Background: an optimization exercise with open tools, aiming at small area. Do not read the settings as production practice. The RTL was checked by simulation tests, not by an equivalence proof against the original design. Power is estimated from default activity; no workload was simulated.

Design video_frontend, start of the top module:
module video_frontend (
    input  logic         PCLK_i,
    input  logic         rst_n_i,
    input  logic [7:0]   r_i,
    input  logic [7:0]   g_i,
    input  logic [7:0]   b_i,
    input  logic         hs_i,
    input  logic         vs_i,
    input  logic         hsync_pol_i,
    input  logic         vsync_pol_i,
    input  logic         csc_enable_i,
    input  logic         csc_std_i,
    input  logic [11:0]  h_total_i,
    input  logic [11:0]  h_active_i,
    input  logic [11:0]  h_synclen_i,
    input  logic [11:0]  h_backporch_i,
    input  logic [10:0]  v_active_i,
    input  logic [10:0]  v_synclen_i,
    input  logic [10:0]  v_backporch_i,
    output logic [7:0]   r_o,
    output logic [7:0]   g_o,
    output logic [7:0]   b_o,
    output logic         hsync_o,
    output logic         vsync_o,
    output logic         de_o,
    output logic [10:0]  xpos_o,
    output logic [10:0]  ypos_o,
    output logic [10:0]  lines_total_o,
    output logic         frame_change_o
);
==> module sync_timing_decode, before the edit <==
module sync_timing_decode (
    input  logic        PCLK_i,
    input  logic        rst_n_i,
    input  logic        hs_i,
    input  logic        vs_i,
    input  logic        hsync_pol_i,
    input  logic        vsync_pol_i,
    input  logic [11:0] h_synclen_i,
    input  logic [11:0] h_backporch_i,
    input  logic [11:0] h_active_i,
    input  logic [10:0] v_synclen_i,
    input  logic [10:0] v_backporch_i,
    input  logic [10:0] v_active_i,
    output logic        hsync_o,
    output logic        vsync_o,
    output logic        de_o,
    output logic [10:0] xpos_o,
    output logic [10:0] ypos_o,
    output logic        frame_change_o,
    output logic [10:0] lines_total_o
);
    logic [11:0] h_cnt;
    logic [10:0] v_cnt;
    logic        hs_np_q;
    logic        vs_np_q;
    logic        vs_pending;
    logic [4:0]  hsync_sr;
    logic [4:0]  vsync_sr;
    logic [4:0]  de_sr;
    logic [10:0] xpos_sr [5];
    logic [10:0] ypos_sr [5];
    wire hs_np       = hs_i ^ ~hsync_pol_i;
    wire vs_np       = vs_i ^ ~vsync_pol_i;
    wire line_start  = hs_np_q & ~hs_np;
    wire vs_fall     = vs_np_q & ~vs_np;
    wire frame_start = line_start & vs_pending;
    wire [11:0] h_inc = h_cnt + 12'd1;
    wire [10:0] v_inc = v_cnt + 11'd1;
    function automatic logic carry12(input logic [11:0] a, input logic [11:0] b, input logic cin);
        logic c;
        c = cin;
        for (int i = 0; i < 12; i++)
            c = (a[i] & b[i]) | (c & (a[i] | b[i]));
        carry12 = c;
    endfunction
    function automatic logic [12:0] add12(input logic [11:0] a, input logic [11:0] b, input logic cin);
        logic [11:0] g, p;
        logic        c, c1;
        g = a & b;
        p = a ^ b;
        c = cin;
        for (int j = 0; j < 12; j += 2) begin
            c1 = g[j] | (p[j] & c);
            add12[j]   = p[j] ^ c;
            add12[j+1] = p[j+1] ^ c1;
            c = g[j+1] | (p[j+1] & g[j]) | (p[j+1] & p[j] & c);
        end
        add12[12] = c;
    endfunction
    wire [11:0] h_start = h_synclen_i + h_backporch_i;
    wire [12:0] h_diff_c = add12(h_cnt, ~h_start, 1'b1);
    wire [12:0] h_diff  = {~h_diff_c[12], h_diff_c[11:0]};
    wire [12:0] h_endc  = {1'b0, h_start} + {1'b0, h_active_i};
    wire        h_in    = ~h_diff[12] & ~carry12(h_start, h_active_i, 1'b0) & ~carry12(h_diff[11:0], ~h_active_i, 1'b1);
    wire [10:0] v_start = v_synclen_i + v_backporch_i;
    wire [12:0] v_diff_c = add12({1'b0, v_cnt}, {1'b1, ~v_start}, 1'b1);
    wire [11:0] v_diff  = {v_diff_c[11], v_diff_c[10:0]};
    wire [11:0] v_endc  = {1'b0, v_start} + {1'b0, v_active_i};
    wire        v_in    = ~v_diff[11] & ~carry12({1'b0, v_start}, {1'b0, v_active_i}, 1'b0) & ~carry12({1'b0, v_diff[10:0]}, {1'b1, ~v_active_i}, 1'b1);
    always_ff @(posedge PCLK_i or negedge rst_n_i) begin
        if (!rst_n_i) begin
            hs_np_q        <= 1'b0;
            vs_np_q        <= 1'b0;
            vs_pending     <= 1'b0;
            h_cnt          <= '0;
            v_cnt          <= '0;
            hsync_sr       <= '1;
            vsync_sr       <= '1;
            de_sr          <= '0;
            frame_change_o <= 1'b0;
            lines_total_o  <= '0;
        end else begin
            hs_np_q        <= hs_np;
            vs_np_q        <= vs_np;
            frame_change_o <= frame_start;
            vs_pending     <= vs_fall | (vs_pending & ~frame_start);
            hsync_sr[4:1]  <= hsync_sr[3:0];
            vsync_sr[4:1]  <= vsync_sr[3:0];
            de_sr          <= {de_sr[3:0], h_in & v_in};
            if (line_start) begin
                h_cnt       <= '0;
                hsync_sr[0] <= 1'b0;
                if (vs_pending) begin
                    v_cnt         <= 11'd1;
                    lines_total_o <= v_cnt;
                    vsync_sr[0]   <= 1'b0;
                end else begin
                    v_cnt <= v_inc;
                    if (v_inc == v_synclen_i)
                        vsync_sr[0] <= 1'b1;
                end
            end else begin
                h_cnt <= h_inc;
                if (h_inc == h_synclen_i)
                    hsync_sr[0] <= 1'b1;
            end
        end
    end
    always_ff @(posedge PCLK_i) begin
        xpos_sr[0] <= h_diff[10:0];
        ypos_sr[0] <= v_diff[10:0];
        for (int i = 1; i < 5; i++) begin
            xpos_sr[i] <= xpos_sr[i-1];
            ypos_sr[i] <= ypos_sr[i-1];
        end
    end
    assign hsync_o = hsync_sr[4];
    assign vsync_o = vsync_sr[4];
    assign de_o    = de_sr[4];
    assign xpos_o  = xpos_sr[4];
    assign ypos_o  = ypos_sr[4];
endmodule
export LEC_CHECK = 0
export CAP_MARGIN = 20
export CORE_MARGIN = 2
export CORE_UTILIZATION = 40
export GPL_TIMING_DRIVEN = 0
export SLEW_MARGIN = 20
create_clock -name core_clock -period 6.0 [get_ports {PCLK_i}]
standard.sh (not shown) runs the stock make flow with config.mk's settings and CLKGATE_MAP_FILE= SYNTH_SCRIPT=/design/flow/synth_recipe.tcl, a recipe that flattens the netlist after the stock synthesis.
==> flow/flow/run.sh <==
#!/bin/bash
# The standard layout (the standard.sh: standard synthesis, floorplan, power grid,
# placement, CTS, routing) with two changes: the port buffers are the smallest buffer
# cell, and clock tree synthesis uses its own buffer list and sink clusters, without
# dummy loads. Each tool's output is in orfs/logs, make's in make.log.
set -euo pipefail
bash standard.sh \
  "BUFFER_PORTS_ARGS=-buffer_cell sky130_fd_sc_hd__buf_1" \
  "CTS_ARGS=-sink_clustering_enable -repair_clock_nets -dont_use_dummy_load -buf_list sky130_fd_sc_hd__clkbuf_8 -sink_clustering_size 16 -sink_clustering_max_diameter 60" \
  finish > make.log 2>&1
Next try:
--- a/flow/design.v
+++ b/flow/design.v
@@ -46,37 +46,14 @@
     wire frame_start = line_start & vs_pending;
     wire [11:0] h_inc = h_cnt + 12'd1;
     wire [10:0] v_inc = v_cnt + 11'd1;
-    function automatic logic carry12(input logic [11:0] a, input logic [11:0] b, input logic cin);
-        logic c;
-        c = cin;
-        for (int i = 0; i < 12; i++)
-            c = (a[i] & b[i]) | (c & (a[i] | b[i]));
-        carry12 = c;
-    endfunction
-    function automatic logic [12:0] add12(input logic [11:0] a, input logic [11:0] b, input logic cin);
-        logic [11:0] g, p;
-        logic        c, c1;
-        g = a & b;
-        p = a ^ b;
-        c = cin;
-        for (int j = 0; j < 12; j += 2) begin
-            c1 = g[j] | (p[j] & c);
-            add12[j]   = p[j] ^ c;
-            add12[j+1] = p[j+1] ^ c1;
-            c = g[j+1] | (p[j+1] & g[j]) | (p[j+1] & p[j] & c);
-        end
-        add12[12] = c;
-    endfunction
     wire [11:0] h_start = h_synclen_i + h_backporch_i;
-    wire [12:0] h_diff_c = add12(h_cnt, ~h_start, 1'b1);
-    wire [12:0] h_diff  = {~h_diff_c[12], h_diff_c[11:0]};
+    wire [12:0] h_diff  = {1'b0, h_cnt} - {1'b0, h_start};
     wire [12:0] h_endc  = {1'b0, h_start} + {1'b0, h_active_i};
-    wire        h_in    = ~h_diff[12] & ~carry12(h_start, h_active_i, 1'b0) & ~carry12(h_diff[11:0], ~h_active_i, 1'b1);
+    wire        h_in    = ~h_diff[12] & ~h_endc[12] & (h_diff[11:0] < h_active_i);
     wire [10:0] v_start = v_synclen_i + v_backporch_i;
-    wire [12:0] v_diff_c = add12({1'b0, v_cnt}, {1'b1, ~v_start}, 1'b1);
-    wire [11:0] v_diff  = {v_diff_c[11], v_diff_c[10:0]};
+    wire [11:0] v_diff  = {1'b0, v_cnt} - {1'b0, v_start};
     wire [11:0] v_endc  = {1'b0, v_start} + {1'b0, v_active_i};
-    wire        v_in    = ~v_diff[11] & ~carry12({1'b0, v_start}, {1'b0, v_active_i}, 1'b0) & ~carry12({1'b0, v_diff[10:0]}, {1'b1, ~v_active_i}, 1'b1);
+    wire        v_in    = ~v_diff[11] & ~v_endc[11] & (v_diff[10:0] < v_active_i);
     always_ff @(posedge PCLK_i or negedge rst_n_i) begin
         if (!rst_n_i) begin
             hs_np_q        <= 1'b0;
Clock power goes up slightly; non-clock buffer count does not change; wire length goes up by roughly a tenth; power rose slightly; combinational power went up by a few percent; synthesized area came out higher by a few percent; synthesized cell count went up by a little under a tenth; setup slack gets worse by 0.17 ns; sequential cell count stays the same; design area came out higher by a few percent; cell count grows by a little under a tenth; via count rises by a little under a tenth; die area goes up by a few percent; global-route usage came out higher by 0.77 points.

==> afterwards: timing with drivers on the ports <==
No port has a modelled driver above. Below, the same layouts with a new extraction and two added sets of constraints. Step 1 assumes that a clkbuf_16 drives the clock port and a buf_2 every other input. Step 2, shift: input delay + t, output delay - t, t = (earliest + latest rising clock arrival at the registers) / 2. This alone moves slack from input paths to output paths. Slacks: ideal / step 1 / step 2; pairs: ideal / step 1.
run | t, ns | setup slack, ns | slew at the worst register clock pin (ns)
the first run | 0.604 | 0.279 / 0.279 / -0.152 | 0.09 / 0.09
the second run | 0.629 | 0.111 / 0.140 / -0.489 | 0.11 / 0.11
Met with ideal ports but missed after step 2: setup timing in the first run and the second run. For the second run, which loses most, drivers alone change the setup slack by +0.029 ns; drivers and shift together by -0.600 ns.
